Source: an optimization exercise on an open RTL-to-GDS flow (aim: small area). Production flows keep margins and buffers that such runs may drop. Only simulation tests tie the RTL to the original design; equivalence was not proved. Power figures rest on the tool's default switching activity, not on a simulated workload.

`flow/config.mk`:
```
export PLATFORM = sky130hd
export DESIGN_NAME = byte_ring_fifo_with_search
export DESIGN_NICKNAME = byte_ring_fifo_with_search
export VERILOG_FILES = /design/flow/design.v
export SDC_FILE = /design/flow/constraint.sdc
export NUM_CORES = 4
export LEC_CHECK = 0
export CAP_MARGIN = 20
export CORE_MARGIN = 2
export CORE_UTILIZATION = 40
export SLEW_MARGIN = 20
```
`flow/constraint.sdc`:
```
create_clock -name core_clock -period 7.0 [get_ports {aclk}]
set_input_delay 1.4000 -clock core_clock [delete_from_list [all_inputs] [get_ports {aclk}]]
set_output_delay 1.4000 -clock core_clock [all_outputs]
set_load 0.01 [all_outputs]
```
`flow/design.v`:
```
package brfs_pkg;
    localparam logic [3:0] CMD_PUSH        = 4'd0;
    localparam logic [3:0] CMD_POP         = 4'd1;
    localparam logic [3:0] CMD_PEEK        = 4'd2;
    localparam logic [3:0] CMD_SEARCH      = 4'd3;
    localparam logic [3:0] CMD_SEARCH_CRLF = 4'd4;
    localparam logic [3:0] CMD_DROP_ONE    = 4'd5;
    localparam logic [3:0] CMD_ADVANCE     = 4'd6;
    localparam logic [3:0] CMD_DROP_CR     = 4'd7;
    localparam logic [3:0] CMD_DROP_CRLF   = 4'd8;
    localparam logic [3:0] CMD_EMPTY       = 4'd9;
    localparam logic [1:0] ST_OK        = 2'd0;
    localparam logic [1:0] ST_FULL      = 2'd1;
    localparam logic [1:0] ST_EMPTYBUF  = 2'd2;
    localparam logic [1:0] ST_NOT_FOUND = 2'd3;
    localparam logic [7:0] CH_CR     = 8'h0D;
    localparam logic [7:0] CH_LF     = 8'h0A;
endpackage
import brfs_pkg::*;
module brfs_cell (
    input  logic [7:0] byte_in,
    input  logic [7:0] key,
    output logic       key_hit,
    output logic       cr_hit,
    output logic       lf_hit
);
    assign key_hit = (byte_in == key);
    assign cr_hit  = (byte_in == CH_CR);
    assign lf_hit  = (byte_in == CH_LF);
endmodule
import brfs_pkg::*;
module byte_ring_fifo_with_search (
    input  logic               aclk,
    input  logic               aresetn,
    input  logic               s_valid,
    output logic               s_ready,
    input  logic [19:0]        s_data,
    output logic               m_valid,
    input  logic               m_ready,
    output logic [29:0]        m_data,
    input  logic               cfg_valid,
    output logic               cfg_ready,
    input  logic [6:0]         cfg_data
);
    localparam int N = 63;
    logic [8*N-1:0] ring;        
    logic [5:0]     pos;         
    logic [5:0]     fill_reg;    
    logic [5:0]     lm_reg;      
    logic           mv_reg;      
    logic           go_reg;      
    logic           cr_reg;      
    logic [1:0]     sts_reg;
    logic [7:0]     rb_reg;
    logic [5:0]     fp_reg;      
    logic [3:0]     op;
    logic [7:0]     kb, kp, pb;
    logic [5:0]     free_cnt;
    logic           full, empty, eq_f, eq_p, at_end, act;
    logic           key_hit, cr_hit, lf_hit;
    logic           done, wr, rm, rm_keep, clr, inc, rb_ld, fp_ld, fp_keep, cr_set;
    logic [1:0]     sts_n;
    logic [5:0]     cfg_lm;
    assign op = s_data[19:16];
    assign kb = s_data[15:8];
    assign kp = s_data[7:0];
    assign pb = ring[8*N-1 -: 8];
    brfs_cell u_cmp (
        .byte_in(pb),
        .key    (kb),
        .key_hit(key_hit),
        .cr_hit (cr_hit),
        .lf_hit (lf_hit)
    );
    assign free_cnt = lm_reg - fill_reg;
    assign full     = (free_cnt == 6'd0);
    assign empty    = (fill_reg == 6'd0);
    assign eq_f     = (pos == fill_reg);
    assign eq_p     = (kp[7:6] == 2'b00) && (pos == kp[5:0]);
    assign at_end   = eq_f || (go_reg && pos == 6'd0);
    assign act      = s_valid && !mv_reg && (go_reg || pos == 6'd0);
    always_comb begin
        done    = 1'b0;
        wr      = 1'b0;
        rm      = 1'b0;      
        rm_keep = 1'b0;      
        clr     = 1'b0;
        inc     = 1'b0;
        rb_ld   = 1'b0;
        fp_ld   = 1'b0;
        fp_keep = 1'b0;
        cr_set  = 1'b0;
        sts_n   = ST_OK;
        if (act) begin
            if (empty && op != CMD_PUSH && op <= CMD_DROP_CRLF) begin
                done  = 1'b1;
                sts_n = ST_EMPTYBUF;
            end else begin
                case (op)
                    CMD_PUSH: begin
                        if (full) begin
                            done  = 1'b1;
                            sts_n = ST_FULL;
                        end else if (eq_f) begin
                            done = 1'b1;
                            wr   = 1'b1;
                            inc  = 1'b1;
                        end
                    end
                    CMD_POP: begin
                        done  = 1'b1;
                        rm    = 1'b1;
                        rb_ld = 1'b1;
                    end
                    CMD_DROP_ONE: begin
                        done = 1'b1;
                        rm   = 1'b1;
                    end
                    CMD_PEEK: begin
                        if (at_end) begin
                            done  = 1'b1;
                            sts_n = ST_NOT_FOUND;
                        end else if (eq_p) begin
                            done  = 1'b1;
                            rb_ld = 1'b1;
                        end
                    end
                    CMD_SEARCH: begin
                        if (at_end || eq_p) begin
                            done  = 1'b1;
                            sts_n = ST_NOT_FOUND;
                        end else if (key_hit) begin
                            done  = 1'b1;
                            fp_ld = 1'b1;
                        end
                    end
                    CMD_SEARCH_CRLF, CMD_DROP_CRLF: begin
                        if (!cr_reg) begin
                            if (at_end) begin
                                done  = 1'b1;
                                sts_n = ST_NOT_FOUND;
                            end else if (cr_hit) begin
                                cr_set = 1'b1;
                                fp_ld  = 1'b1;
                            end
                        end else begin
                            done = 1'b1;
                            if (!at_end && lf_hit) begin
                                fp_keep = 1'b1;
                                rm      = (op == CMD_DROP_CRLF);
                            end else begin
                                sts_n = ST_NOT_FOUND;
                            end
                        end
                    end
                    CMD_DROP_CR: begin
                        if (at_end) begin
                            done  = 1'b1;
                            sts_n = ST_NOT_FOUND;
                        end else if (cr_hit) begin
                            done  = 1'b1;
                            fp_ld = 1'b1;
                            rm    = 1'b1;
                        end
                    end
                    CMD_ADVANCE: begin
                        if (at_end) begin
                            done = 1'b1;
                            clr  = 1'b1;
                        end else if (eq_p) begin
                            done    = 1'b1;
                            rm      = 1'b1;
                            rm_keep = 1'b1;
                        end
                    end
                    CMD_EMPTY: begin
                        done = 1'b1;
                        clr  = 1'b1;
                    end
                    default: begin
                        done  = 1'b1;
                        sts_n = ST_NOT_FOUND;
                    end
                endcase
            end
        end
    end
    assign cfg_lm = (cfg_data < 7'd2)  ? 6'd1 :
                    (cfg_data > 7'd64) ? 6'd63 : 6'(cfg_data - 7'd1);
    assign s_ready   = done;
    assign cfg_ready = !mv_reg;
    assign m_valid   = mv_reg;
    assign m_data    = {sts_reg, rb_reg, {2{&fp_reg}}, fp_reg, fill_reg, free_cnt};
    always_ff @(posedge aclk) begin
        ring <= {ring[8*N-9:0], wr ? kb : pb};
    end
    always_ff @(posedge aclk) begin
        if (!aresetn) begin
            pos <= 6'd0;
        end else if (rm) begin
            pos <= {5'd0, rm_keep};
        end else if (pos == 6'd62) begin
            pos <= 6'd0;
        end else begin
            pos <= pos + 6'd1;
        end
    end
    always_ff @(posedge aclk) begin
        if (!aresetn) begin
            fill_reg <= 6'd0;
            lm_reg   <= 6'd63;
            mv_reg   <= 1'b0;
        end else begin
            if (cfg_valid && !mv_reg) begin
                lm_reg   <= cfg_lm;
                fill_reg <= 6'd0;
            end else if (clr) begin
                fill_reg <= 6'd0;
            end else begin
                fill_reg <= fill_reg + (rm ? ~pos : 6'd0) + {5'd0, inc | rm_keep};
            end
            mv_reg <= mv_reg ? !m_ready : done;
        end
    end
    always_ff @(posedge aclk) begin
        go_reg <= act && !done;
        cr_reg <= act && !done && (cr_reg || cr_set);
        if (!mv_reg) begin
            sts_reg <= sts_n;
            rb_reg  <= rb_ld ? pb : 8'd0;
            if (fp_ld) begin
                fp_reg <= pos;
            end else if (!(cr_reg && (fp_keep || !done))) begin
                fp_reg <= 6'd63;
            end
        end
    end
endmodule
```
`flow/run.sh`:
```
#!/bin/bash
# synth_recipe.tcl (not shown) runs the flow's synth.tcl, then flattens the netlist and writes it again
# the make line also repeats each setting of config.mk as NAME=value (left out here)
make -C /OpenROAD-flow-scripts/flow DESIGN_CONFIG=/design/flow/config.mk WORK_HOME=/design/flow/orfs CLKGATE_MAP_FILE= SYNTH_SCRIPT=/design/flow/synth_recipe.tcl finish
```
==> results of run 1 <==
==> cells in the final DEF (no fill, tap or decap), types with 3 or more instances in the layout <==
cell               n
dfxtp_1          525
clkdlybuf4s50_1   64
clkbuf_16         49
nor2_1            35
nand2_1           22
inv_1             21
xor2_1            18
xnor2_1           16
edfxtp_1          16
clkbuf_8          15
a21oi_1           14
ha_1              13
and2_1            12
nor3_1            11
nand3_1           10
clkinv_2          10
or2_2              7
nand4_1            6
o21ai_0            6
mux2_1             4
mux2_2             4
bufinv_16          4
nor4_1             3
or4_1              3
o21a_1             3
a21o_1             3
and3_1             3
nand2b_1           3
a211oi_1           3
fa_1               3
clkbuf_1           3
==> area by class of cell <==
class | instances | area (um2) | area share (%)
diodes | 2 | 5.00 | 0.0319
clock inverters | 21 | 274 | 1.74
inverters | 21 | 78.8 | 0.502
repair buffers | 64 | 641 | 4.08
clock buffers | 67 | 1440 | 9.19
well taps | 402 | 503 | 3.20
multi-input cells | 249 | 1770 | 11.3
flip-flops and latches | 541 | 11000 | 70.0
==> final timing paths <==
kind	to	slack (ps)	cells past startpoint
setup / recovery	s_ready	1490	8
hold / removal	ring[332]	310	0
setup reg to reg	fill_reg[5]	2530	16
hold reg to reg	ring[332]	310	0
==> synthesized netlist by cell type, types with 2 or more instances <==
| cell type | count |
|---|---|
| inv_1 | 21 |
| o31ai_1 | 2 |
| mux2_1 | 4 |
| or2_2 | 7 |
| or3_1 | 2 |
| nand2b_1 | 3 |
| nand3_1 | 10 |
| dfxtp_1 | 525 |
| and3_1 | 3 |
| a211oi_1 | 3 |
| nor2_1 | 35 |
| a21o_1 | 3 |
| a211o_1 | 2 |
| nand2_1 | 22 |
| clkbuf_1 | 3 |
| buf_2 | 3 |
| buf_6 | 4 |
| xnor2_1 | 16 |
| a21oi_1 | 14 |
| ha_1 | 13 |
| a31oi_1 | 2 |
| o311ai_1 | 2 |
| o21bai_1 | 2 |
| o2bb2ai_1 | 2 |
| or4_1 | 3 |
| o21a_1 | 3 |
| clkbuf_8 | 2 |
| o32ai_1 | 2 |
| o211ai_1 | 2 |
| and2_1 | 12 |
| mux2_2 | 4 |
| nor3_1 | 11 |
| o21ai_0 | 6 |
| fa_1 | 3 |
| nor4_1 | 3 |
| nor2b_1 | 2 |
| nand4_1 | 6 |
| xor2_1 | 18 |
| edfxtp_1 | 16 |
| buf_4 | 4 |
==> layer usage <==
metal  share of wire, %  wire, um  GRT usage (%)  up-vias
met2                 42      7550           16.6      119
li1                   -         -              -     2901
met1                 50      9050           15.6     2667
met4                3.0       538           4.90        0
met5                  0         0              0        -
met3                5.5       998           2.98       44
==> power breakdown <==
group,internal [mW],switching (mW)
Combinational,0.0722,0.0742
Clock,1.60,1.10
Sequential,3.12,0.0131
Total,4.79,1.18
==> worst max-delay path, delay by kind of cell <==
| family | cells | cell delay, ps |
|---|---|---|
| compound gates | 1 | 260 |
| simple gates | 5 | 1280 |
| buf+inv | 2 | 1170 |
==> cells by family (layout without fill, tap and decap cells) <==
logic type      Yosys count  in the layout  synth area share (%)
other cells               0              2                     0
fa+ha+maj                16             16                  1.72
compound gates           59             59                  3.35
xor+xnor                 35             35                  2.42
mux                       8              8                 0.694
flops                   541            541                  84.7
simple gates            131            131                  5.50
buf+inv                  38            173                  1.64
==> through the flow <==
| stage | util [%] | cells | hold WS (ps) | area (um2) |
|---|---|---|---|---|
| 2_1_floorplan | - | 828 | 310 | 13000 |
| 3_3_place_gp | 44.1 | 1277 | 310 | 14000 |
| 3_5_place_dp | 44.1 | 1277 | 312 | 14000 |
| 4_1_cts | 49.5 | 1365 | 301 | 15700 |
| 5_1_grt | 49.5 | 1365 | 313 | 15700 |
| 6_report | 49.5 | 1367 | 308 | 15700 |
==> impl_metrics.py, run 1 <==
metrics = {
    "timing": {
        "relSlewSlack_pct": 29.5,
        "min_period_ps": 5510,
        "clock.fmax_ghz": 0.182,
        "fin_skew_ps": 24.5,
        "finalCritPeriodShare_pct": 78.7,
        "setup_tns_ps": 0,
        "setup_violations": 0,
        "grt_setup_unrepaired": "false",
        "hold_violations": 0,
        "slew_viol_final": 0,
        "worst_pin_slew_ps": 1050,
        "fin_ws_ps": 1490,
    },
    "cts": {
        "cts_hold_buf": 0,
        "clockBufferDepth": 3,
        "cts_resized": 0,
        "clk_latency_ps": 560,
        "cts_tree": "done",
        "clock-root-buffer": "clkbuf_16",
        "post-cts-setup-buffers": 0,
        "cts_made_buffers": 48,
        "clk_pin_slew_ps": 60,
        "cts_htree_levels": 2,
        "clock-sinks": 541,
    },
    "place": {
        "gp_congestion": 0.830,
        "dpl.hpwl_mm": 10.9,
        "pre_cts_slack_ps": 1500,
        "io_buffers": 64,
    },
    "global_route": {
        "antenna_found_initial": 2,
        "grt_overflow_total": 0,
        "grt_pass1_wl_mm": 30.2,
        "grt_pass1_vias": 5852,
        "grt_max_degree": 17,
        "track_usage_pct": 11.3,
    },
    "floorplan": {
        "ios": 65,
        "core-area_um2": 31700,
        "die_w_um": 184,
        "start_util_pct": 40.9,
        "core.rowCount": 65,
        "die_area_um2": 33900,
        "die_h_um": 184,
    },
    "synth": {
        "syn_inst": 828,
        "syn_area_um2": 13000,
        "synthArstFlopShare_pct": 0,
        "yosys_warnings": 1,
        "synth.distinct_cells": 68,
        "synth_top_area_cell": "dfxtp_1",
        "synth-edff-count": 16,
        "syn_area_per_cell_um2": 15.7,
        "syn_nets": 876,
        "synth_top_area_share_pct": 81.0,
        "ys_seq_area_share_pct": 84.7,
        "synth_area_leaders": "dfxtp_1 81%, edfxtp_1 3.7%, ha_1 1.3%, xor2_1 1.2%, xnor2_1 1.1%",
        "ys_ff_latch": 541,
        "yosys_most_used_dff": "dfxtp_1",
    },
    "setup_path": {
        "cp_max_fo": 14,
        "slowest_stage": "or4_1",
        "worst_ep_arrival_time_ps": 4110,
        "startpoint_type": "input port",
        "end_kind": "output port",
        "crit_chain": "clkdlybuf4s50_1 -> or4_1 -> nand3_1 -> nor2_1 -> nor4b_1 -> o21a_1 -> nor2_1 -> clkdlybuf4s50_1",
        "max_stage_delay_ps": 740,
        "critPathKind": "input port to output port",
        "reg2reg_from": "fill_reg[1]",
        "timing.critical_path.from": "s_data[19]",
        "required_ps": 5600,
    },
    "routing": {
        "dr.pass1.iters": 4,
        "antenna_left": 0,
        "detail_route.iter0.violations": 283,
        "drt_wl_total_mm": 18.1,
        "vias": 5731,
        "via_per_inst": 4.19,
        "detail_route.wl_per_cell_um": 13.3,
        "drc": 0,
    },
    "layout": {
        "drive_above_1_share_pct": 11.2,
        "n_fill_cell": 2692,
        "largest_reg_flops": 504,
        "nets": 973,
        "syn_to_final_growth_pct": 21.1,
    },
    "worst_hold_path": {
        "hp-start": "ring[324]",
        "hp-class": "register to register",
    },
    "run": {
        "drv_cap": 0,
    },
    "pwr": {
        "p_leak_nw": 6.29,
        "finalPower_mw": 5.98,
        "power_density_nw_per_um2": 380,
        "vdd_drop_max_v": 0.000249,
    },
    "status": {
        "outcome": "timing/DRC/antenna clean",
    },
}
==> run 2: changes to the inputs <==
--- a/flow/config.mk
+++ b/flow/config.mk
@@ -7,5 +7,7 @@
 export LEC_CHECK = 0
 export CAP_MARGIN = 20
 export CORE_MARGIN = 2
-export CORE_UTILIZATION = 40
+export CORE_UTILIZATION = 60
+export CTS_BUF_LIST = sky130_fd_sc_hd__clkbuf_4
+export CTS_CLUSTER_SIZE = 30
 export SLEW_MARGIN = 20
==> run 2 against run 1 <==
Net effect: die area is 33% lower; non-clock buffer count unchanged; first-iteration DRC count shrank 43%; fmax decreased by 0.35%; highest routed layer unchanged.
==> impl_metrics.py, run 2 <==
metrics = {
    "status": {
        "outcome": "timing/DRC/antenna clean",
    },
    "floorplan": {
        "die_area_um2": 22800,
        "core.rowCount": 53,
        "die_h_um": 151,
        "start_util_pct": 61.3,
        "ios": 65,
        "die_w_um": 151,
        "core-area_um2": 21200,
    },
    "routing": {
        "dr.pass1.iters": 4,
        "antenna_left": 0,
        "drt_wl_total_mm": 18.2,
        "via_per_inst": 4.61,
        "vias": 6151,
        "drc": 0,
        "detail_route.iter0.violations": 162,
        "detail_route.wl_per_cell_um": 13.7,
    },
    "setup_path": {
        "reg2reg_to": "fill_reg[5]",
        "end_kind": "output port",
        "worstPathBufferInverterCount": 2,
        "worst_ep_arrival_time_ps": 4130,
        "rrSetupSlack_ps": 2500,
        "slowest_stage": "or4_1",
        "reg2reg_from": "fill_reg[1]",
        "cp_top_family": "simple AND/OR/NAND/NOR gates",
        "cp_max_fo": 14,
        "max_stage_delay_ps": 740,
        "startpoint_type": "input port",
        "r2r_cells": 16,
        "required_ps": 5600,
        "critPathKind": "input port to output port",
        "crit_chain": "clkdlybuf4s50_1 -> or4_1 -> nand3_1 -> nor2_1 -> nor4b_1 -> o21a_1 -> nor2_1 -> clkdlybuf4s50_1",
    },
    "pwr": {
        "p_switching_mw": 1.11,
        "vdd_drop_max_v": 0.000219,
        "comb_power_share_pct": 2.6,
        "finalPower_mw": 5.43,
        "power_density_nw_per_um2": 357,
        "p_seq_share_pct": 57.6,
        "p_sw_share_pct": 20.5,
        "p_leak_nw": 6.26,
        "p_int_mw": 4.32,
        "p_clk_share_pct": 39.7,
    },
    "place": {
        "pre_cts_slack_ps": 1480,
        "io_buffers": 64,
        "place_inst": 1150,
        "dpl.hpwl_mm": 10.7,
        "gp_congestion": 0.801,
    },
    "worst_hold_path": {
        "hold_end": "ring[339]",
        "whs_path_depth": 0,
        "hp-start": "ring[331]",
        "hp-class": "register to register",
    },
    "timing": {
        "clock.fmax_ghz": 0.181,
        "slew_viol_final": 0,
        "min_period_ps": 5530,
        "setup_violations": 0,
        "hold_violations": 0,
        "relSlewSlack_pct": 34.4,
        "fin_ws_ps": 1470,
        "worst_pin_slew_ps": 975,
        "grt_setup_unrepaired": "false",
        "fin_skew_ps": 35.8,
        "finalCritPeriodShare_pct": 78.9,
        "setup_tns_ps": 0,
    },
    "synth": {
        "syn_inst": 828,
        "ys_ff_latch": 541,
        "synth_area_leaders": "dfxtp_1 81%, edfxtp_1 3.7%, ha_1 1.3%, xor2_1 1.2%, xnor2_1 1.1%",
        "synth-edff-count": 16,
        "syn_area_per_cell_um2": 15.7,
        "synth.distinct_cells": 68,
        "synth_top_area_cell": "dfxtp_1",
        "yosys_warnings": 1,
        "syn_nets": 876,
        "ys_seq_area_share_pct": 84.7,
        "synth_commonest_cells": "525 x dfxtp_1, 35 x nor2_1, 22 x nand2_1",
        "synth_top_area_share_pct": 81.0,
        "yosysMostFrequentCell": "dfxtp_1",
        "synthArstFlopShare_pct": 0,
        "syn_area_um2": 13000,
        "yosys_most_used_dff": "dfxtp_1",
    },
    "global_route": {
        "grt_max_degree": 19,
        "grt_pass1_wl_mm": 30.3,
        "track_usage_pct": 17.1,
        "grt_pass1_vias": 6435,
        "grt_overflow_total": 0,
        "antenna_found_initial": 2,
    },
    "layout": {
        "syn_to_final_growth_pct": 17.3,
        "final_cell_mix": "525 x dfxtp_1, 168 x clkbuf_4, 64 x clkdlybuf4s50_1",
        "drive_above_1_share_pct": 18.7,
        "largest_reg_flops": 504,
        "multi_input_area_um2": 1770,
        "layout_commonest_cell": "dfxtp_1",
        "final-seq-area_um2": 11000,
        "n_fill_cell": 1371,
        "nets": 1038,
        "layout.cells.non_filler": 1335,
    },
    "cts": {
        "cts_made_buffers": 113,
        "clock-sinks": 541,
        "cts_htree_levels": 3,
        "clk_latency_ps": 720,
        "clockBufferDepth": 3,
        "post-cts-setup-buffers": 0,
        "cts_hold_buf": 0,
        "cts_resized": 0,
        "cts_tree": "done",
        "clock-root-buffer": "clkbuf_4",
        "clk_pin_slew_ps": 60,
    },
    "run": {
        "drv_cap": 0,
    },
}
==> run 2: cell counts after synthesis <==
No cell type changed its count.
==> run 2: cell families after synthesis <==
| kind of cell | share of synthesized area (%) |
|---|---|
| and+or+nand+nor | 5.50 |
| muxes | 0.694 |
| adders and majority gates | 1.72 |
| xor gates and xnor gates | 2.42 |
| buffers and inverters | 1.64 |
| AOI/OAI and AO/OA | 3.35 |
| DFF | 84.7 |
==> run 2: power groups by stage <==
stage	Combinational, mW	Sequential, mW	Clock (mW)
after CTS	0.144	3.13	2.24
final	0.144	3.13	2.16
after detailed placement	0.143	3.20	0
after global placement	0.141	3.20	0
after global routing	0.158	3.13	2.39
after floorplan	0.0855	3.20	0
==> run 2: stage by stage <==
stage               util [%]  hold WS (ps)  instance area [um2]
floorplan                  -           310                13000
global route            71.9           275                15200
CTS                     71.9           293                15200
global placement        65.4           310                13800
detailed placement      65.4           312                13800
finish                  71.9           301                15200
==> run 2: worst max-delay path by stage <==
stage	start	to	slack [ps]	depth (start not counted)
finish	s_data[19]	s_ready	1470	8
global route	s_data[19]	s_ready	1280	8
CTS	s_data[19]	s_ready	1470	8
detailed placement	s_data[19]	s_ready	1480	8
global placement	s_data[19]	s_ready	1490	8
floorplan	s_data[17]	fill_reg[5]	2660	16
==> run 2: metal layers <==
layer | up-vias | global-route usage (%) | share of wire [%]
li1 | 3082 | - | -
met1 | 2909 | 22.4 | 49
met4 | 0 | 9.21 | 2.5
met5 | - | 0 | 0
met3 | 34 | 5.09 | 3.8
met2 | 126 | 25.8 | 45
==> run 2: layout make-up <==
type                    count  area share [%]
repair buffers             64            4.21
flip-flops and latches    541            72.2
multi-input cells         249            11.7
diodes                      2          0.0329
well taps                 275            2.26
inverters                  21           0.518
clock buffers             168            8.29
clock inverters            15           0.822
==> run 3: changes to the inputs <==
--- a/flow/config.mk
+++ b/flow/config.mk
@@ -8,6 +8,5 @@
 export CAP_MARGIN = 20
 export CORE_MARGIN = 2
 export CORE_UTILIZATION = 60
-export CTS_BUF_LIST = sky130_fd_sc_hd__clkbuf_4
-export CTS_CLUSTER_SIZE = 30
+export CTS_BUF_LIST = sky130_fd_sc_hd__clkbuf_2 sky130_fd_sc_hd__clkbuf_4 sky130_fd_sc_hd__clkbuf_8
 export SLEW_MARGIN = 20
==> run 3 against run 2 <==
Net effect: fmax about the same; total power increased by 8.4%; cell area increased by 2.1%; clock skew decreased by 11 ps; utilization increased by 1.5 points; via count decreased by 3.5%; global-route usage increased by 0.91 points; first-iteration DRC count increased by 8.6%; largest cell class unchanged.
==> impl_metrics.py, run 3 <==
metrics = {
    "synth": {
        "synth_commonest_cells": "525 x dfxtp_1, 35 x nor2_1, 22 x nand2_1",
        "synth-compound-area-share_pct": 3.35,
        "synthMuxAreaShare_pct": 0.694,
        "synth_top_family_by_area": "simple AND/OR/NAND/NOR gates",
        "syn_nets": 876,
        "yosys_most_used_dff": "dfxtp_1",
        "yosysMostFrequentCell": "dfxtp_1",
        "synth_top_area_share_pct": 81.0,
        "synth.distinct_cells": 68,
        "syn_area_per_cell_um2": 15.7,
        "syn_area_um2": 13000,
        "synth-xor-area-share_pct": 2.42,
        "yosys_warnings": 1,
        "synth-edff-count": 16,
        "synth_top_area_cell": "dfxtp_1",
        "syn_inst": 828,
        "synthAdderAreaFrac_pct": 1.72,
        "ys_seq_area_share_pct": 84.7,
        "synthArstFlopShare_pct": 0,
        "synth_area_leaders": "dfxtp_1 81%, edfxtp_1 3.7%, ha_1 1.3%, xor2_1 1.2%, xnor2_1 1.1%",
        "ys_ff_latch": 541,
        "synthSimpleGateAreaFrac_pct": 5.50,
    },
    "place": {
        "placed_cell_area_um2": 13800,
        "io_buffers": 64,
        "dpl.hpwl_mm": 10.7,
        "place_inst": 1150,
        "gp_congestion": 0.801,
    },
    "floorplan": {
        "core.rowCount": 53,
        "die_h_um": 151,
        "core-area_um2": 21200,
        "die_area_um2": 22800,
        "ios": 65,
        "die_w_um": 151,
        "start_util_pct": 61.3,
    },
    "setup_path": {
        "worst_ep_arrival_time_ps": 4120,
        "cp_max_fo": 14,
        "worstPathBufferInverterCount": 2,
        "slowest_stage": "or4_1",
        "required_ps": 5600,
        "rrSetupSlack_ps": 2530,
        "crit_chain": "clkdlybuf4s50_1 -> or4_1 -> nand3_1 -> nor2_1 -> nor4b_1 -> o21a_1 -> nor2_1 -> clkdlybuf4s50_1",
        "reg2reg_to": "fill_reg[5]",
        "cp_top_family": "simple AND/OR/NAND/NOR gates",
        "r2r_cells": 16,
        "max_stage_delay_ps": 740,
        "reg2reg_from": "fill_reg[1]",
        "end_kind": "output port",
        "startpoint_type": "input port",
        "critPathKind": "input port to output port",
    },
    "routing": {
        "detail_route.iter0.violations": 176,
        "via_per_inst": 4.62,
        "vias": 5936,
        "wl_met3_um": 888,
        "wirelength_met1_mm": 9.05,
        "drt_wl_total_mm": 19.1,
        "drc": 0,
        "detail_route.wl_per_cell_um": 14.9,
        "dr.pass1.iters": 4,
        "antenna_left": 0,
        "wl_met2_mm": 8.78,
        "top_layer_used": "met4",
    },
    "layout": {
        "final_cell_mix": "525 x dfxtp_1, 96 x clkbuf_8, 64 x clkdlybuf4s50_1",
        "syn_to_final_growth_pct": 19.7,
        "largest_reg_flops": 504,
        "layout_commonest_cell": "dfxtp_1",
        "nets": 1000,
        "drive_above_1_share_pct": 15.6,
        "layout.cells.non_filler": 1286,
        "fin_area_um2": 15500,
    },
    "worst_hold_path": {
        "hp-class": "register to register",
        "hold_end": "ring[83]",
        "whs_path_depth": 0,
        "hp-start": "ring[75]",
    },
    "pwr": {
        "power_density_nw_per_um2": 379,
        "p_leak_nw": 6.34,
        "finalPower_mw": 5.88,
        "vdd_drop_max_v": 0.000327,
    },
    "timing": {
        "finalCritPeriodShare_pct": 78.9,
        "relSlewSlack_pct": 34.3,
        "hold_violations": 0,
        "min_period_ps": 5520,
        "worst_pin_slew_ps": 978,
        "fin_skew_ps": 24.3,
        "grt_setup_unrepaired": "false",
        "clock.fmax_ghz": 0.181,
        "slew_viol_final": 0,
        "setup_tns_ps": 0,
        "setup_violations": 0,
    },
    "cts": {
        "cts_htree_levels": 3,
        "cts_made_buffers": 75,
        "clockBufferDepth": 3,
        "cts_resized": 0,
        "clk_pin_slew_ps": 70,
        "post-cts-setup-buffers": 0,
        "clock-root-buffer": "clkbuf_8",
        "cts_hold_buf": 0,
        "clock-sinks": 541,
        "cts_tree": "done",
        "clk_latency_ps": 580,
    },
    "global_route": {
        "grt_overflow_total": 0,
        "antenna_found_initial": 1,
        "grt_pass1_vias": 6236,
        "grt_pass1_wl_mm": 31.5,
        "track_usage_pct": 18.0,
        "grt_max_degree": 15,
    },
    "run": {
        "drv_cap": 0,
    },
    "status": {
        "outcome": "timing/DRC/antenna clean",
    },
}
## run 3: how the worst max path moves through the flow
stage,start,endpoint,cells after the start
2_1_floorplan,s_data[17],fill_reg[5],16
3_3_place_gp,s_data[19],s_ready,8
4_1_cts,s_data[19],s_ready,8
3_5_place_dp,s_data[19],s_ready,8
6_report,s_data[19],s_ready,8
5_1_grt,s_data[19],s_ready,8
## run 3: cells by family (layout without fill, tap and decap cells)
kind of cell / after synthesis / after routing
other: 0 / 1
and+or+nand+nor: 131 / 131
AOI/OAI and AO/OA: 59 / 59
buffers and inverters: 38 / 220
xor gates and xnor gates: 35 / 35
muxes: 8 / 8
DFF: 541 / 541
adders and majority gates: 16 / 16
## run 3: layout make-up
type                       count  area (um2)
sequential                   541       11000
fill                        1275        5620
multi-input combinational    249        1770
clock buffer                 115        1460
timing repair buffer          64         641
tap                          275         344
clock inverter                20         241
inverter                      21        78.8
antenna                        1        2.50
## run 3: routing by layer
layer / GRT usage [%] / vias to the layer above
li1: - / 2970
met1: 23.8 / 2804
met2: 27.7 / 126
met3: 5.00 / 36
met4: 8.55 / 0
met5: 0 / -
## run 3: power by group
group	internal (mW)	switching (mW)
Sequential	3.12	0.0141
Combinational	0.0722	0.0712
Clock	1.50	1.11
Total	4.69	1.19
## run 3: worst reg2reg max path, stage by stage (launching register included)
cell      delay, ps
dfxtp_1         520
inv_1           140
ha_1            300
nor2b_1         140
o31a_1          270
a311oi_1        350
nand3_1         250
and3b_1         410
or2_2           370
fa_1            410
a21o_1          190
a21oi_1         220
o21bai_1         90
a21oi_1         180
xnor2_1          90
or3_1           330
a21oi_2         130
## run 3: metrics by stage
stage	setup WS, ps	utilization [%]	hold slack (ps)
6_report	1480	73.4	315
5_1_grt	1280	73.4	306
4_1_cts	1470	73.4	302
3_5_place_dp	1480	65.4	312
3_3_place_gp	1490	65.4	310
2_1_floorplan	2660	-	310
==> run 4: changes to the inputs <==
==> flow/flow/run.sh (new file) <==
#!/bin/bash
# Own layout flow: the standard flow (standard synthesis unchanged), with the port
# buffers made of the smallest buffer cell and the clock tree built with the options below.
set -euo pipefail
export BUFFER_PORTS_ARGS="-buffer_cell sky130_fd_sc_hd__buf_1"
export CTS_ARGS="-sink_clustering_enable -repair_clock_nets -dont_use_dummy_load"
bash standard.sh > standard_flow.log 2>&1
==> flow/standard.sh (new file) <==
#!/bin/bash
# synth_recipe.tcl (not shown) runs the flow's synth.tcl, then flattens the netlist and writes it again
# the make line also repeats each setting of config.mk as NAME=value (left out here)
make -C /OpenROAD-flow-scripts/flow DESIGN_CONFIG=/design/flow/config.mk WORK_HOME=/design/flow/orfs CLKGATE_MAP_FILE= SYNTH_SCRIPT=/design/flow/synth_recipe.tcl "${@:-finish}"
--- a/flow/config.mk
+++ b/flow/config.mk
@@ -7,6 +7,5 @@
 export LEC_CHECK = 0
 export CAP_MARGIN = 20
 export CORE_MARGIN = 2
-export CORE_UTILIZATION = 60
-export CTS_BUF_LIST = sky130_fd_sc_hd__clkbuf_2 sky130_fd_sc_hd__clkbuf_4 sky130_fd_sc_hd__clkbuf_8
+export CORE_UTILIZATION = 40
 export SLEW_MARGIN = 20
removed: flow/run.sh
==> run 4 against run 3 <==
Net effect: worst setup slack gained 750 ps; total power shrank 8.8%; critical path depth is the same; clock-buffer cell count down 68; flip-flop and latch count unchanged; clock skew is 35 ps higher; sequential share of layout area up 3.6 points; die area increased by 49%; synthesized cell count unchanged; combinational power is 17% lower; critical path type unchanged.
==> impl_metrics.py, run 4 <==
metrics = {
    "timing": {
        "slew_viol_final": 0,
        "worst_pin_slew_ps": 979,
        "finalCritPeriodShare_pct": 68.3,
        "grt_setup_unrepaired": "false",
        "setup_violations": 0,
        "clock.fmax_ghz": 0.209,
        "min_period_ps": 4780,
        "setup_tns_ps": 0,
        "hold_violations": 0,
        "whs_ps": 274,
        "fin_skew_ps": 59.4,
        "fin_ws_ps": 2220,
        "relSlewSlack_pct": 34.1,
    },
    "setup_path": {
        "worst_ep_arrival_time_ps": 3380,
        "critPathKind": "input port to output port",
        "cp_max_fo": 14,
        "required_ps": 5600,
        "startpoint_type": "input port",
        "end_kind": "output port",
    },
    "floorplan": {
        "core-area_um2": 31700,
        "start_util_pct": 40.9,
        "core.rowCount": 65,
        "die_h_um": 184,
        "ios": 65,
        "die_w_um": 184,
        "die_area_um2": 33900,
    },
    "pwr": {
        "p_leak_nw": 5.85,
        "comb_power_share_pct": 2.2,
        "power_density_nw_per_um2": 363,
        "p_clk_share_pct": 39.5,
        "p_sw_share_pct": 19.2,
        "finalPower_mw": 5.37,
        "p_int_mw": 4.34,
        "p_seq_share_pct": 58.3,
        "p_switching_mw": 1.03,
        "vdd_drop_max_v": 0.000233,
    },
    "run": {
        "drv_cap": 0,
    },
    "routing": {
        "drc": 0,
        "antenna_left": 0,
        "vias": 5638,
        "via_per_inst": 4.25,
        "detail_route.wl_per_cell_um": 13.1,
        "dr.pass1.iters": 4,
        "drt_wl_total_mm": 17.4,
        "detail_route.iter0.violations": 247,
    },
    "layout": {
        "fin_area_um2": 14800,
        "syn_to_final_growth_pct": 13.9,
        "fin_util_pct": 46.6,
        "layout_commonest_cell": "dfxtp_1",
        "nets": 973,
        "drive_above_1_share_pct": 7.69,
        "largest_reg_flops": 504,
        "final_cell_mix": "525 x dfxtp_1, 64 x buf_1, 47 x clkbuf_16",
        "layout.cells.non_filler": 1328,
    },
    "synth": {
        "synth_commonest_cells": "525 x dfxtp_1, 35 x nor2_1, 22 x nand2_1",
        "yosysMostFrequentCell": "dfxtp_1",
        "synth_top_area_cell": "dfxtp_1",
        "synth-edff-count": 16,
        "syn_area_um2": 13000,
        "ys_ff_latch": 541,
        "synth_top_area_share_pct": 81.0,
        "yosys_most_used_dff": "dfxtp_1",
        "yosys_warnings": 1,
        "ys_seq_area_share_pct": 84.7,
        "synth.distinct_cells": 68,
        "syn_nets": 876,
        "synth_area_leaders": "dfxtp_1 81%, edfxtp_1 3.7%, ha_1 1.3%, xor2_1 1.2%, xnor2_1 1.1%",
        "synthArstFlopShare_pct": 0,
        "syn_inst": 828,
        "syn_area_per_cell_um2": 15.7,
    },
    "cts": {
        "cts_tree": "done",
        "cts_htree_levels": 2,
        "clk_pin_slew_ps": 50,
        "post-cts-setup-buffers": 0,
        "clock-root-buffer": "clkbuf_16",
        "clock-sinks": 541,
        "clockBufferDepth": 3,
        "cts_hold_buf": 0,
        "cts_made_buffers": 47,
        "clk_latency_ps": 540,
        "cts_resized": 0,
    },
    "place": {
        "io_buffers": 64,
        "pre_cts_slack_ps": 2140,
        "placed_cell_area_um2": 13600,
        "dpl.hpwl_mm": 10.8,
        "place_inst": 1278,
        "gp_congestion": 0.851,
    },
    "global_route": {
        "track_usage_pct": 10.6,
        "grt_pass1_vias": 5492,
        "grt_max_degree": 17,
        "antenna_found_initial": 1,
        "grt_pass1_wl_mm": 28.4,
        "grt_overflow_total": 0,
    },
    "status": {
        "outcome": "timing/DRC/antenna clean",
    },
    "worst_hold_path": {
        "hp-class": "register to register",
    },
}
-- run 4: cell counts after synthesis --
Identical to the previous run, type by type.
-- run 4: power by group through the flow --
| stage | clock, mW | sequential, mW | combinational (mW) |
|---|---|---|---|
| 3_5_place_dp | 0 | 3.20 | 0.119 |
| 3_3_place_gp | 0 | 3.20 | 0.117 |
| 4_1_cts | 2.20 | 3.13 | 0.119 |
| 5_1_grt | 2.30 | 3.13 | 0.134 |
| 6_report | 2.12 | 3.13 | 0.118 |
| 2_1_floorplan | 0 | 3.20 | 0.0855 |
-- run 4: worst paths after layout --
| kind | end | start | slack [ps] | cells after the start |
|---|---|---|---|---|
| setup / recovery | s_ready | s_data[19] | 2220 | 8 |
| hold reg to reg | ring[317] | ring[309] | 270 | 0 |
| setup reg to reg | fill_reg[5] | fill_reg[1] | 2520 | 16 |
| hold / removal | ring[317] | ring[309] | 270 | 0 |
-- run 4: cell families (layout without fill, tap and decap cells) --
logic type,after synthesis,count (layout),share of synthesized area (%)
flops,541,541,84.7
xor+xnor,35,35,2.42
simple gates,131,131,5.50
compound gates,59,59,3.35
fa+ha+maj,16,16,1.72
buf+inv,38,133,1.64
other cells,0,3,0
mux,8,8,0.694
-- run 4: final cells by class --
| cell class | instances | area, um2 |
|---|---|---|
| inverter | 21 | 78.8 |
| sequential | 541 | 11000 |
| fill | 2771 | 16900 |
| tap | 402 | 503 |
| timing repair buffer | 65 | 248 |
| antenna | 3 | 7.51 |
| clock buffer | 47 | 1180 |
| multi-input combinational | 249 | 1770 |
-- run 4: worst max-delay path, cell delays in order --
cell,delay (ps)
buf_1,260
or4_1,720
nand3_1,120
nor2_1,50
nor4b_1,340
o21a_1,250
nor2_1,60
buf_1,170
-- run 4: per-layer routing --
layer	GRT usage, %	vias up	part of all wire, %
li1	-	2864	-
met4	4.42	0	2.8
met3	2.92	46	6.3
met2	15.6	129	40
met1	14.8	2599	51
met5	0	-	0
==> run 5: changes to the inputs <==
==> flow/flow/run.sh (replaced) <==
#!/bin/bash
# Own layout flow: the standard flow (standard synthesis unchanged), with the port
# buffers made of the smallest buffer cell and the clock tree built with the options below.
set -euo pipefail
export BUFFER_PORTS_ARGS="-buffer_cell sky130_fd_sc_hd__buf_1"
export CTS_ARGS="-sink_clustering_enable -repair_clock_nets -dont_use_dummy_load -sink_clustering_size 30 -sink_clustering_max_diameter 100 -buf_list {sky130_fd_sc_hd__clkbuf_8 sky130_fd_sc_hd__clkbuf_16}"
bash standard.sh > standard_flow.log 2>&1
==> run 5 against run 4 <==
Net effect: worst setup slack got worse by 3.2 ps; total power down 14%; still clean; die area did not move; global-route usage is 0.55 points lower; clock skew rose by 6.0 ps; critical path depth is the same.
==> impl_metrics.py, run 5 <==
metrics = {
    "global_route": {
        "track_usage_pct": 10.1,
        "grt_overflow_total": 0,
        "grt_max_degree": 31,
        "grt_pass1_vias": 5218,
        "antenna_found_initial": 1,
        "grt_pass1_wl_mm": 27.3,
    },
    "layout": {
        "multi_input_area_um2": 1770,
        "syn_to_final_growth_pct": 9.03,
        "layout.cells.non_filler": 1302,
        "final-seq-area_um2": 11000,
        "drive_above_1_share_pct": 5.12,
        "layout_commonest_cell": "dfxtp_1",
        "nets": 948,
        "n_fill_cell": 2843,
        "largest_reg_flops": 504,
        "final_cell_mix": "525 x dfxtp_1, 64 x buf_1, 35 x nor2_1",
        "fin_util_pct": 44.6,
    },
    "cts": {
        "cts_made_buffers": 22,
        "clk_latency_ps": 530,
        "clockBufferDepth": 3,
        "cts_tree": "done",
        "post-cts-setup-buffers": 0,
        "cts_hold_buf": 0,
        "clk_pin_slew_ps": 100,
        "clock-sinks": 541,
        "clock-root-buffer": "clkbuf_16",
        "cts_htree_levels": 1,
        "cts_resized": 0,
    },
    "place": {
        "place_inst": 1278,
        "io_buffers": 64,
        "gp_congestion": 0.851,
        "dpl.hpwl_mm": 10.8,
    },
    "timing": {
        "hold_violations": 0,
        "worst_pin_slew_ps": 962,
        "finalCritPeriodShare_pct": 68.3,
        "setup_tns_ps": 0,
        "slew_viol_final": 0,
        "clock.fmax_ghz": 0.209,
        "whs_ps": 255,
        "setup_violations": 0,
        "fin_skew_ps": 65.4,
        "min_period_ps": 4780,
        "relSlewSlack_pct": 35.3,
        "grt_setup_unrepaired": "false",
    },
    "floorplan": {
        "core.rowCount": 65,
        "die_w_um": 184,
        "start_util_pct": 40.9,
        "ios": 65,
        "die_area_um2": 33900,
        "core-area_um2": 31700,
        "die_h_um": 184,
    },
    "synth": {
        "yosys_most_used_dff": "dfxtp_1",
        "synth-edff-count": 16,
        "synth_area_leaders": "dfxtp_1 81%, edfxtp_1 3.7%, ha_1 1.3%, xor2_1 1.2%, xnor2_1 1.1%",
        "synth_top_area_share_pct": 81.0,
        "ys_ff_latch": 541,
        "synth.distinct_cells": 68,
        "synth_top_area_cell": "dfxtp_1",
        "synthArstFlopShare_pct": 0,
        "syn_inst": 828,
        "syn_nets": 876,
        "synth_commonest_cells": "525 x dfxtp_1, 35 x nor2_1, 22 x nand2_1",
        "yosysMostFrequentCell": "dfxtp_1",
        "ys_seq_area_share_pct": 84.7,
        "syn_area_per_cell_um2": 15.7,
        "syn_area_um2": 13000,
        "yosys_warnings": 1,
    },
    "routing": {
        "detail_route.wl_per_cell_um": 13.0,
        "drc": 0,
        "antenna_left": 0,
        "detail_route.iter0.violations": 265,
        "vias": 5503,
        "dr.pass1.iters": 4,
        "drt_wl_total_mm": 16.9,
        "via_per_inst": 4.23,
    },
    "worst_hold_path": {
        "hp-class": "register to register",
    },
    "setup_path": {
        "rrSetupSlack_ps": 2500,
        "required_ps": 5600,
        "cp_max_fo": 14,
        "end_kind": "output port",
        "startpoint_type": "input port",
        "critPathKind": "input port to output port",
        "worst_ep_arrival_time_ps": 3380,
    },
    "pwr": {
        "finalPower_mw": 4.63,
        "p_leak_nw": 5.54,
        "vdd_drop_max_v": 0.000164,
        "power_density_nw_per_um2": 327,
    },
    "status": {
        "outcome": "timing/DRC/antenna clean",
    },
    "run": {
        "drv_cap": 0,
    },
}
==> run 5: through the flow <==
step                area, um2  setup slack, ps
finish                  14100             2220
global route            14100             2020
CTS                     14100             2220
detailed placement      13600             2140
global placement        13600             2240
floorplan               13000             2660
==> run 5: layer usage <==
metal | track usage [%] | wire length (um) | up-vias
met5 | 0 | 0 | -
met3 | 2.02 | 755 | 34
li1 | - | - | 2804
met1 | 14.8 | 8860 | 2573
met4 | 3.01 | 453 | 0
met2 | 15.1 | 6800 | 92
==> run 5: final cells by class <==
type	count	share of cell area [%]
Antenna cell	2	0.0354
Inverter	21	0.557
Timing Repair Buffer	65	1.75
Multi-Input combinational cell	249	12.5
Clock buffer	22	3.89
Sequential cell	541	77.7
Tap cell	402	3.55
==> run 5: worst paths after layout <==
path                from          end  cells past startpoint
min reg2reg    ring[287]    ring[295]                      0
max reg2reg  fill_reg[1]  fill_reg[5]                     16
max           s_data[19]      s_ready                      8
min            ring[287]    ring[295]                      0
==> run 5: worst max-delay path, stage by stage <==
cell and delay (ps):
buf_1 260, or4_1 730, nand3_1 120, nor2_1 50, nor4b_1 340, o21a_1 250, nor2_1 60, buf_1 170
==> run 5: cells by family after synthesis <==
| group | Yosys count | share of synthesized area [%] |
|---|---|---|
| and+or+nand+nor | 131 | 5.50 |
| AOI/OAI and AO/OA | 59 | 3.35 |
| xor gates and xnor gates | 35 | 2.42 |
| buffers and inverters | 38 | 1.64 |
| muxes | 8 | 0.694 |
| adders and majority gates | 16 | 1.72 |
| DFF | 541 | 84.7 |
==> run 5: power breakdown <==
part	leakage, nW	internal [mW]	switching (mW)
clock	0.271	0.567	0.815
combinational	0.880	0.0449	0.0730
sequential	4.39	3.12	0.0140
==> run 6: changes to the inputs <==
--- a/flow/design.v
+++ b/flow/design.v
@@ -46,13 +46,15 @@
     logic [8*N-1:0] ring;        
     logic [5:0]     pos;         
     logic [5:0]     fill_reg;    
-    logic [5:0]     lm_reg;      
+    logic [5:0]     len_reg;     
     logic           mv_reg;      
     logic           go_reg;      
     logic           cr_reg;      
     logic [1:0]     sts_reg;
-    logic [7:0]     rb_reg;
-    logic [5:0]     fp_reg;      
+    logic           rbv_reg;     
+    logic [7:0]     val_reg;     
+    logic [7:0]     rb_out;
+    logic [5:0]     fp_out;
     logic [3:0]     op;
     logic [7:0]     kb, kp, pb;
     logic [5:0]     free_cnt;
@@ -60,7 +62,7 @@
     logic           key_hit, cr_hit, lf_hit;
     logic           done, wr, rm, rm_keep, clr, inc, rb_ld, fp_ld, fp_keep, cr_set;
     logic [1:0]     sts_n;
-    logic [5:0]     cfg_lm;
+    logic [5:0]     cfg_len;
     assign op = s_data[19:16];
     assign kb = s_data[15:8];
     assign kp = s_data[7:0];
@@ -72,7 +74,7 @@
         .cr_hit (cr_hit),
         .lf_hit (lf_hit)
     );
-    assign free_cnt = lm_reg - fill_reg;
+    assign free_cnt = len_reg + ~fill_reg;     
     assign full     = (free_cnt == 6'd0);
     assign empty    = (fill_reg == 6'd0);
     assign eq_f     = (pos == fill_reg);
@@ -185,12 +187,14 @@
             end
         end
     end
-    assign cfg_lm = (cfg_data < 7'd2)  ? 6'd1 :
-                    (cfg_data > 7'd64) ? 6'd63 : 6'(cfg_data - 7'd1);
+    assign cfg_len = (cfg_data < 7'd2)   ? 6'd2 :
+                     (cfg_data >= 7'd64) ? 6'd0 : cfg_data[5:0];
     assign s_ready   = done;
     assign cfg_ready = !mv_reg;
     assign m_valid   = mv_reg;
-    assign m_data    = {sts_reg, rb_reg, {2{&fp_reg}}, fp_reg, fill_reg, free_cnt};
+    assign rb_out    = rbv_reg ? val_reg : 8'd0;
+    assign fp_out    = rbv_reg ? 6'd63 : val_reg[5:0];
+    assign m_data    = {sts_reg, rb_out, {2{&fp_out}}, fp_out, fill_reg, free_cnt};
     always_ff @(posedge aclk) begin
         ring <= {ring[8*N-9:0], wr ? kb : pb};
     end
@@ -208,11 +212,11 @@
     always_ff @(posedge aclk) begin
         if (!aresetn) begin
             fill_reg <= 6'd0;
-            lm_reg   <= 6'd63;
+            len_reg  <= 6'd0;
             mv_reg   <= 1'b0;
         end else begin
             if (cfg_valid && !mv_reg) begin
-                lm_reg   <= cfg_lm;
+                len_reg  <= cfg_len;
                 fill_reg <= 6'd0;
             end else if (clr) begin
                 fill_reg <= 6'd0;
@@ -227,11 +231,14 @@
         cr_reg <= act && !done && (cr_reg || cr_set);
         if (!mv_reg) begin
             sts_reg <= sts_n;
-            rb_reg  <= rb_ld ? pb : 8'd0;
-            if (fp_ld) begin
-                fp_reg <= pos;
+            rbv_reg       <= rb_ld;
+            val_reg[7:6]  <= pb[7:6];
+            if (rb_ld) begin
+                val_reg[5:0] <= pb[5:0];
+            end else if (fp_ld) begin
+                val_reg[5:0] <= pos;
             end else if (!(cr_reg && (fp_keep || !done))) begin
-                fp_reg <= 6'd63;
+                val_reg[5:0] <= 6'd63;
             end
         end
     end
==> flow/flow/run.sh (replaced) <==
#!/bin/bash
# Own layout flow: the standard flow (standard synthesis unchanged), with the port
# buffers made of the smallest buffer cell and the clock tree built with the options below.
set -euo pipefail
export BUFFER_PORTS_ARGS="-buffer_cell sky130_fd_sc_hd__buf_1"
export CTS_ARGS="-sink_clustering_enable -repair_clock_nets -dont_use_dummy_load -sink_clustering_size 30 -sink_clustering_max_diameter 60 -buf_list {sky130_fd_sc_hd__clkbuf_16}"
bash standard.sh > standard_flow.log 2>&1
==> run 6 against run 5 <==
Net effect: routed wire length down 2.0%; worst setup slack got worse by 170 ps; clock power up 11%; synthesized cell count is 2.9% lower; sequential share of layout area fell by 0.37 points; non-clock buffer count is the same; clock skew is 15 ps lower; utilization increased by 0.060 points; total power is 2.3% higher; global-route usage up 0.15 points; clock-buffer cell count rose by 5; die area down 2.3%; critical path type unchanged; critical endpoint unchanged; largest power group unchanged.
==> impl_metrics.py, run 6 <==
metrics = {
    "timing": {
        "worst_pin_slew_ps": 834,
        "hold_violations": 0,
        "fin_skew_ps": 50.7,
        "min_period_ps": 4950,
        "setup_violations": 0,
        "clock.fmax_ghz": 0.202,
        "setup_tns_ps": 0,
        "slew_viol_final": 0,
        "relSlewSlack_pct": 43.9,
        "grt_setup_unrepaired": "false",
        "finalCritPeriodShare_pct": 70.7,
    },
    "global_route": {
        "top_usage_layer": "met1",
        "track_usage_pct": 10.2,
        "grt_pass1_wl_mm": 27.4,
        "grtUsageMet2_pct": 14.4,
        "grt_pass1_vias": 5315,
        "grt_max_degree": 31,
        "use_met1_pct": 15.3,
        "grt_overflow_total": 0,
        "antenna_found_initial": 0,
        "grtUsageMet3_pct": 2.27,
    },
    "layout": {
        "nets": 932,
        "layout_commonest_cell": "dfxtp_1",
        "drive_above_1_share_pct": 6.00,
        "final_cell_mix": "525 x dfxtp_1, 64 x buf_1, 37 x nor2_1",
        "fin_area_um2": 14000,
        "final-seq-area_um2": 10800,
        "num_antenna_cells": 0,
        "multi_input_area_um2": 1670,
        "layout.cells.non_filler": 1285,
        "largest_reg_flops": 504,
        "syn_to_final_growth_pct": 10.7,
        "n_fill_cell": 2781,
    },
    "place": {
        "place_inst": 1258,
        "placed_cell_area_um2": 13300,
        "gp_congestion": 0.759,
        "dpl.hpwl_mm": 10.1,
        "io_buffers": 64,
    },
    "run": {
        "drv_cap": 0,
    },
    "floorplan": {
        "die_area_um2": 33100,
        "die_w_um": 182,
        "core-area_um2": 31400,
        "ios": 65,
        "start_util_pct": 40.4,
        "core.rowCount": 65,
        "die_h_um": 182,
    },
    "setup_path": {
        "worst_ep_arrival_time_ps": 3550,
        "critPathKind": "input port to output port",
        "r2r_cells": 18,
        "required_ps": 5600,
        "cp_max_fo": 14,
        "startpoint_type": "input port",
        "end_kind": "output port",
    },
    "synth": {
        "yosys_most_used_dff": "dfxtp_1",
        "yosysMostFrequentCell": "dfxtp_1",
        "ys_seq_area_share_pct": 85.5,
        "synth_top_area_cell": "dfxtp_1",
        "synth_commonest_cells": "525 x dfxtp_1, 37 x nor2_1, 24 x xor2_1",
        "ys_ff_latch": 536,
        "synthArstFlopShare_pct": 0,
        "syn_area_per_cell_um2": 15.8,
        "synth_top_area_share_pct": 82.9,
        "yosys_warnings": 1,
        "syn_area_um2": 12700,
        "synth_area_leaders": "dfxtp_1 83%, edfxtp_1 2.6%, xor2_1 1.7%, ha_1 1.2%, nor2_1 1.1%",
        "synth-edff-count": 11,
        "syn_inst": 804,
        "syn_nets": 851,
        "synth.distinct_cells": 59,
    },
    "pwr": {
        "finalPower_mw": 4.73,
        "p_leak_nw": 5.46,
        "power_density_nw_per_um2": 338,
        "vdd_drop_max_v": 0.000231,
    },
    "cts": {
        "cts_hold_buf": 0,
        "clock-root-buffer": "clkbuf_16",
        "clockBufferDepth": 3,
        "clk_latency_ps": 560,
        "cts_resized": 0,
        "clk_pin_slew_ps": 100,
        "cts_made_buffers": 27,
        "cts_tree": "done",
        "cts_htree_levels": 1,
        "clock-sinks": 536,
        "post-cts-setup-buffers": 0,
    },
    "routing": {
        "dr.pass1.iters": 4,
        "vias": 5382,
        "detail_route.wl_per_cell_um": 12.9,
        "detail_route.iter0.violations": 281,
        "antenna_left": 0,
        "via_per_inst": 4.19,
        "drc": 0,
        "drt_wl_total_mm": 16.5,
    },
    "worst_hold_path": {
        "whs_path_depth": 0,
        "hp-class": "register to register",
    },
    "status": {
        "outcome": "timing/DRC/antenna clean",
    },
}
## run 6: cell types whose count changed after synthesis, moves of 6 or more
cell | before | now
nand2_1 | 22 | 8
nor3b_1 | 0 | 10
o22a_2 | 0 | 6
xnor2_1 | 16 | 10
xor2_1 | 18 | 24
## run 6: final timing paths
path / from / end / slack [ps]
worst max-delay path: s_data[18] / s_ready / 2050
worst min-delay path: ring[272] / ring[280] / 280
worst max register to register: fill_reg[0] / fill_reg[5] / 2850
worst min register to register: ring[272] / ring[280] / 280
## run 6: power by group
| part | leakage, nW | internal, mW | switching, mW |
|---|---|---|---|
| Sequential | 4.33 | 3.08 | 0.0134 |
| Combinational | 0.790 | 0.0441 | 0.0704 |
| Clock | 0.333 | 0.686 | 0.840 |
## run 6: stage by stage
| stage | utilization [%] | worst slack, ps | hold slack [ps] |
|---|---|---|---|
| 5_1_grt | 44.7 | 1720 | 275 |
| 3_3_place_gp | 42.5 | 2090 | 310 |
| 2_1_floorplan | - | 2660 | 310 |
| 3_5_place_dp | 42.5 | 2100 | 312 |
| 6_report | 44.7 | 2050 | 276 |
| 4_1_cts | 44.7 | 2080 | 278 |
## run 6: cells by family (layout without fill, tap and decap cells)
family	Yosys count	after routing	share of synthesized area (%)
fa+ha+maj	15	15	1.66
simple gates	126	126	5.58
buf+inv	35	114	1.25
mux	8	8	0.711
xor+xnor	34	34	2.35
flops	536	536	85.5
compound gates	50	50	2.91
## run 6: critical path, cell delays in order
cell and delay (ps):
buf_1 460, nor2b_1 130, or3b_1 390, a21bo_2 220, a2bb2oi_1 130, a2111oi_0 280
and3b_1 340, nor2_1 60, buf_1 140
## run 6: layout make-up
cell class | count | share of cell area (%)
inverters | 22 | 0.589
clock buffers | 27 | 4.82
well taps | 402 | 3.59
multi-input cells | 233 | 11.9
repair buffers | 65 | 1.77
flip-flops and latches | 536 | 77.3
## run 6: metal layers
layer  part of all wire [%]  vias to the layer above
li1                       -                     2754
met1                     53                     2491
met2                     39                       99
met3                    4.5                       38
met4                    3.4                        0
met5                      0                        -
==> run 7: changes to the inputs <==
==> flow/flow/run.sh (replaced) <==
#!/bin/bash
# Own layout flow: the standard flow (standard synthesis unchanged), with the port
# buffers made of the smallest buffer cell and the clock tree built with the options below.
set -euo pipefail
export BUFFER_PORTS_ARGS="-buffer_cell sky130_fd_sc_hd__buf_1"
export CTS_ARGS="-sink_clustering_enable -repair_clock_nets -dont_use_dummy_load -sink_clustering_size 32 -sink_clustering_max_diameter 50 -buf_list {sky130_fd_sc_hd__clkbuf_16}"
bash standard.sh > standard_flow.log 2>&1
--- a/flow/config.mk
+++ b/flow/config.mk
@@ -7,5 +7,6 @@
 export LEC_CHECK = 0
 export CAP_MARGIN = 20
 export CORE_MARGIN = 2
-export CORE_UTILIZATION = 40
+export CORE_UTILIZATION = 70
+export PLACE_DENSITY = 0.85
 export SLEW_MARGIN = 20
==> run 7 against run 6 <==
Net effect: register-to-register slack worse by 30 ps; clock power about the same; non-clock buffer count down 1; highest routed layer unchanged; clock-buffer cell count unchanged; cell area down 1.6%; critical endpoint unchanged; largest power group unchanged; critical path type unchanged; still clean; global-route usage up 10 points.
==> impl_metrics.py, run 7 <==
metrics = {
    "synth": {
        "syn_nets": 851,
        "ys_seq_area_share_pct": 85.5,
        "synth_area_leaders": "dfxtp_1 83%, edfxtp_1 2.6%, xor2_1 1.7%, ha_1 1.2%, nor2_1 1.1%",
        "ys_ff_latch": 536,
        "yosys_warnings": 1,
        "yosysMostFrequentCell": "dfxtp_1",
        "synth_top_area_cell": "dfxtp_1",
        "syn_area_um2": 12700,
        "synth_top_area_share_pct": 82.9,
        "syn_inst": 804,
        "yosys_most_used_dff": "dfxtp_1",
        "synthArstFlopShare_pct": 0,
        "synth.distinct_cells": 59,
        "synth_commonest_cells": "525 x dfxtp_1, 37 x nor2_1, 24 x xor2_1",
        "syn_area_per_cell_um2": 15.8,
        "synth-edff-count": 11,
    },
    "setup_path": {
        "timing.critical_path.from": "s_data[18]",
        "rrSetupSlack_ps": 2820,
        "required_ps": 5600,
        "crit_chain": "buf_1 -> nor2b_1 -> or3b_1 -> a21bo_2 -> a2bb2oi_1 -> a2111oi_0 -> and3b_1 -> nor2_1 -> buf_1",
        "cp_top_family": "simple AND/OR/NAND/NOR gates",
        "max_stage_delay_ps": 440,
        "cp_max_fo": 14,
        "end_kind": "output port",
        "startpoint_type": "input port",
        "crit_top_cell": "buf_1",
        "slowest_stage": "buf_1",
        "critPathKind": "input port to output port",
        "worst_ep_arrival_time_ps": 3580,
        "worstPathBufferInverterCount": 2,
        "reg2reg_from": "fill_reg[0]",
    },
    "global_route": {
        "grt_pass1_vias": 5789,
        "track_usage_pct": 20.5,
        "grt_max_degree": 33,
        "grt_overflow_total": 0,
        "antenna_found_initial": 1,
        "grt_pass1_wl_mm": 30.8,
    },
    "floorplan": {
        "die_w_um": 139,
        "start_util_pct": 71.0,
        "ios": 65,
        "core-area_um2": 17800,
        "die_h_um": 139,
        "core.rowCount": 49,
        "die_area_um2": 19200,
    },
    "timing": {
        "clock.fmax_ghz": 0.201,
        "hold_violations": 0,
        "grt_setup_unrepaired": "false",
        "slew_viol_final": 0,
        "min_period_ps": 4980,
        "worst_pin_slew_ps": 658,
        "finalCritPeriodShare_pct": 71.1,
        "fin_ws_ps": 2020,
        "setup_violations": 0,
        "fin_skew_ps": 63.7,
        "setup_tns_ps": 0,
        "relSlewSlack_pct": 56.0,
    },
    "routing": {
        "via_per_inst": 5.06,
        "detail_route.wl_per_cell_um": 17.4,
        "drt_wl_total_mm": 19.4,
        "antenna_left": 0,
        "detail_route.iter0.violations": 372,
        "drc": 0,
        "dr.pass1.iters": 4,
        "vias": 5625,
    },
    "layout": {
        "final_cell_mix": "525 x dfxtp_1, 64 x buf_1, 37 x nor2_1",
        "layout_commonest_cell": "dfxtp_1",
        "syn_to_final_growth_pct": 8.89,
        "fin_util_pct": 77.3,
        "num_antenna_cells": 0,
        "largest_reg_flops": 504,
        "drive_above_1_share_pct": 5.90,
        "nets": 931,
    },
    "cts": {
        "clk_latency_ps": 560,
        "clk_pin_slew_ps": 110,
        "cts_tree": "done",
        "clockBufferDepth": 3,
        "cts_resized": 0,
        "cts_made_buffers": 27,
        "post-cts-setup-buffers": 0,
        "cts_htree_levels": 1,
        "cts_hold_buf": 0,
        "clock-sinks": 536,
        "clock-root-buffer": "clkbuf_16",
    },
    "status": {
        "outcome": "timing/DRC/antenna clean",
    },
    "place": {
        "dpl.hpwl_mm": 11.1,
        "io_buffers": 64,
        "pre_cts_slack_ps": 2050,
        "gp_congestion": 0.925,
    },
    "pwr": {
        "p_leak_nw": 5.45,
        "finalPower_mw": 4.75,
        "vdd_drop_max_v": 0.000300,
        "power_density_nw_per_um2": 344,
    },
    "worst_hold_path": {
        "hp-start": "ring[483]",
        "hp-class": "register to register",
    },
    "run": {
        "drv_cap": 0,
    },
}
run 7: cell counts after synthesis:
Identical to the previous run, type by type.
run 7: power breakdown:
| part | switching [mW] | leakage, nW | internal (mW) |
|---|---|---|---|
| sequential | 0.0152 | 4.33 | 3.08 |
| clock | 0.856 | 0.333 | 0.687 |
| combinational | 0.0681 | 0.786 | 0.0431 |
| total | 0.939 | 5.45 | 3.81 |
run 7: path summary, 6_finish.rpt:
check / end / depth (start not counted)
hold / removal: ring[491] / 0
hold reg to reg: ring[491] / 0
setup reg to reg: fill_reg[5] / 18
setup / recovery: s_ready / 9
run 7: through the flow:
| stage | instances | cell area (um2) | hold WS, ps |
|---|---|---|---|
| global route | 1111 | 13800 | 275 |
| floorplan | 804 | 12700 | 310 |
| detailed placement | 1084 | 13100 | 312 |
| CTS | 1111 | 13800 | 283 |
| global placement | 1084 | 13100 | 311 |
| finish | 1111 | 13800 | 285 |
run 7: logic make-up after synthesis:
| logic type | after synthesis | synth area share [%] |
|---|---|---|
| flip-flops | 536 | 85.5 |
| AND/OR/NAND/NOR | 126 | 5.58 |
| AO/OA/AOI/OAI | 50 | 2.91 |
| buffers and inverters | 35 | 1.25 |
| XOR/XNOR | 34 | 2.35 |
| adder cells (fa/ha/maj) | 15 | 1.66 |
| multiplexers | 8 | 0.711 |
run 7: metal layers:
metal | up-vias | wire length, um | global-route usage, % | share of wire [%]
li1 | 2744 | - | - | -
met1 | 2685 | 8530 | 28.1 | 44
met2 | 153 | 9350 | 34.4 | 48
met3 | 43 | 935 | 3.07 | 4.8
met4 | 0 | 554 | 6.18 | 2.9
met5 | - | 0 | 0 | 0
run 7: final cells by class:
cell class	instances	area, um2
Sequential cell	536	10800
Inverter	22	82.6
Multi-Input combinational cell	233	1670
Fill cell	989	4040
Tap cell	229	287
Timing Repair Buffer	64	240
Clock buffer	27	676
==> run 8: changes to the inputs <==
==> flow/flow/run.sh (replaced) <==
#!/bin/bash
# Own layout flow: the standard flow (standard synthesis unchanged), with the port
# buffers made of the smallest buffer cell and the clock tree built with the options below.
set -euo pipefail
export BUFFER_PORTS_ARGS="-buffer_cell sky130_fd_sc_hd__buf_1"
export CTS_ARGS="-sink_clustering_enable -repair_clock_nets -dont_use_dummy_load -sink_clustering_size 36 -sink_clustering_max_diameter 45 -buf_list {sky130_fd_sc_hd__clkbuf_16}"
bash standard.sh > standard_flow.log 2>&1
==> run 8 against run 7 <==
Net effect: still clean on timing, DRC and antenna; clock-buffer cell count increased by 3; first-iteration DRC count decreased by 12%; clock power increased by 6%; clock skew increased by 12 ps; largest power group unchanged.
==> impl_metrics.py, run 8 <==
metrics = {
    "setup_path": {
        "worstPathBufferInverterCount": 2,
        "r2r_cells": 16,
        "cp_top_family": "simple AND/OR/NAND/NOR gates",
        "slowest_stage": "buf_1",
        "cp_max_fo": 14,
        "crit_chain": "buf_1 -> nor2b_1 -> or3b_1 -> a21bo_2 -> a2bb2oi_1 -> a2111oi_0 -> and3b_1 -> nor2_1 -> buf_1",
        "required_ps": 5600,
        "rrSetupSlack_ps": 2630,
        "crit_top_cell": "buf_1",
        "worst_ep_arrival_time_ps": 3710,
        "max_stage_delay_ps": 450,
        "timing.critical_path.from": "s_data[18]",
        "reg2reg_from": "pos[0]",
    },
    "synth": {
        "yosys_warnings": 1,
        "synthAdderAreaFrac_pct": 1.66,
        "synth.distinct_cells": 59,
        "synth-edff-count": 11,
        "syn_nets": 851,
        "synthSimpleGateAreaFrac_pct": 5.58,
        "ys_seq_area_share_pct": 85.5,
        "synth_top_area_share_pct": 82.9,
        "yosysMostFrequentCell": "dfxtp_1",
        "syn_inst": 804,
        "synth-compound-area-share_pct": 2.91,
        "synth-xor-area-share_pct": 2.35,
        "synth_commonest_cells": "525 x dfxtp_1, 37 x nor2_1, 24 x xor2_1",
        "synthArstFlopShare_pct": 0,
        "ys_ff_latch": 536,
        "synth_top_family_by_area": "simple AND/OR/NAND/NOR gates",
        "syn_area_um2": 12700,
    },
    "timing": {
        "fin_skew_ps": 76.0,
        "grt_setup_unrepaired": "false",
        "fin_ws_ps": 1890,
        "worst_pin_slew_ps": 644,
        "clock.fmax_ghz": 0.196,
        "finalCritPeriodShare_pct": 72.9,
        "min_period_ps": 5110,
        "setup_tns_ps": 0,
    },
    "floorplan": {
        "core-area_um2": 17800,
        "start_util_pct": 71.0,
        "core.rowCount": 49,
        "die_w_um": 139,
    },
    "global_route": {
        "antenna_found_initial": 1,
        "grt_max_degree": 34,
        "grt_overflow_total": 0,
    },
    "pwr": {
        "power_density_nw_per_um2": 349,
    },
    "cts": {
        "clk_pin_slew_ps": 110,
        "cts_htree_levels": 1,
        "cts_hold_buf": 0,
        "clock-root-buffer": "clkbuf_16",
        "cts_resized": 0,
        "cts_made_buffers": 30,
        "clock-sinks": 536,
    },
    "layout": {
        "layout_commonest_cell": "dfxtp_1",
        "drive_above_1_share_pct": 6.21,
        "final_cell_mix": "525 x dfxtp_1, 64 x buf_1, 37 x nor2_1",
        "largest_reg_flops": 504,
        "nets": 934,
        "num_antenna_cells": 0,
        "syn_to_final_growth_pct": 9.48,
    },
    "routing": {
        "dr.pass1.iters": 5,
        "via_per_inst": 5.11,
        "vias": 5690,
        "antenna_left": 0,
        "detail_route.iter0.violations": 328,
        "detail_route.wl_per_cell_um": 18.0,
    },
    "status": {
        "outcome": "timing/DRC/antenna clean",
    },
    "place": {
        "dpl.hpwl_mm": 11.1,
        "gp_congestion": 0.925,
        "io_buffers": 64,
    },
    "worst_hold_path": {
        "hp-class": "register to register",
    },
}
[run 8: cell counts after synthesis]
No cell type changed its count.
[run 8: area by class of cell]
class                      instances  area, um2
multi-input combinational        233       1670
tap                              229        287
clock buffer                      30        751
timing repair buffer              64        240
fill                             982       3970
inverter                          22       82.6
sequential                       536      10800
[run 8: how the worst min path moves through the flow]
| stage | startpoint | to | cells past startpoint | slack, ps |
|---|---|---|---|---|
| 2_1_floorplan | ring[92] | ring[100] | 0 | 310 |
| 3_3_place_gp | ring[491] | ring[499] | 0 | 310 |
| 3_5_place_dp | ring[288] | ring[296] | 0 | 310 |
| 4_1_cts | ring[485] | ring[493] | 0 | 290 |
| 5_1_grt | ring[483] | ring[491] | 0 | 290 |
| 6_report | ring[473] | ring[481] | 0 | 280 |
[run 8: cells by family after synthesis]
group | Yosys count
mux | 8
buf+inv | 35
simple gates | 126
xor+xnor | 34
fa+ha+maj | 15
compound gates | 50
flops | 536
[run 8: power breakdown]
part	internal [mW]	switching, mW
Clock	0.758	0.872
Sequential	3.08	0.0158
Combinational	0.0432	0.0694
[run 8: per-stage QoR]
stage | hold slack (ps) | area [um2]
floorplan | 310 | 12700
global placement | 311 | 13100
detailed placement | 312 | 13100
CTS | 286 | 13900
global route | 286 | 13900
finish | 284 | 13900
[run 8: routing by layer]
metal / track usage, % / wire length, um / share of wire, % / up-vias
met1: 29.1 / 8950 / 45 / 2717
met5: 0 / 0 / 0 / -
li1: - / - / - / 2748
met2: 35.7 / 9590 / 48 / 179
met3: 3.56 / 978 / 4.9 / 46
met4: 5.42 / 488 / 2.4 / 0

Setup slack of run 8, layout unchanged: 1.894 ns with ideal ports, 1.844 ns with driving cells assumed (clock clkbuf_16, inputs buf_2), 1.844 ns with port delays also shifted by the 0.582 ns mid clock arrival.
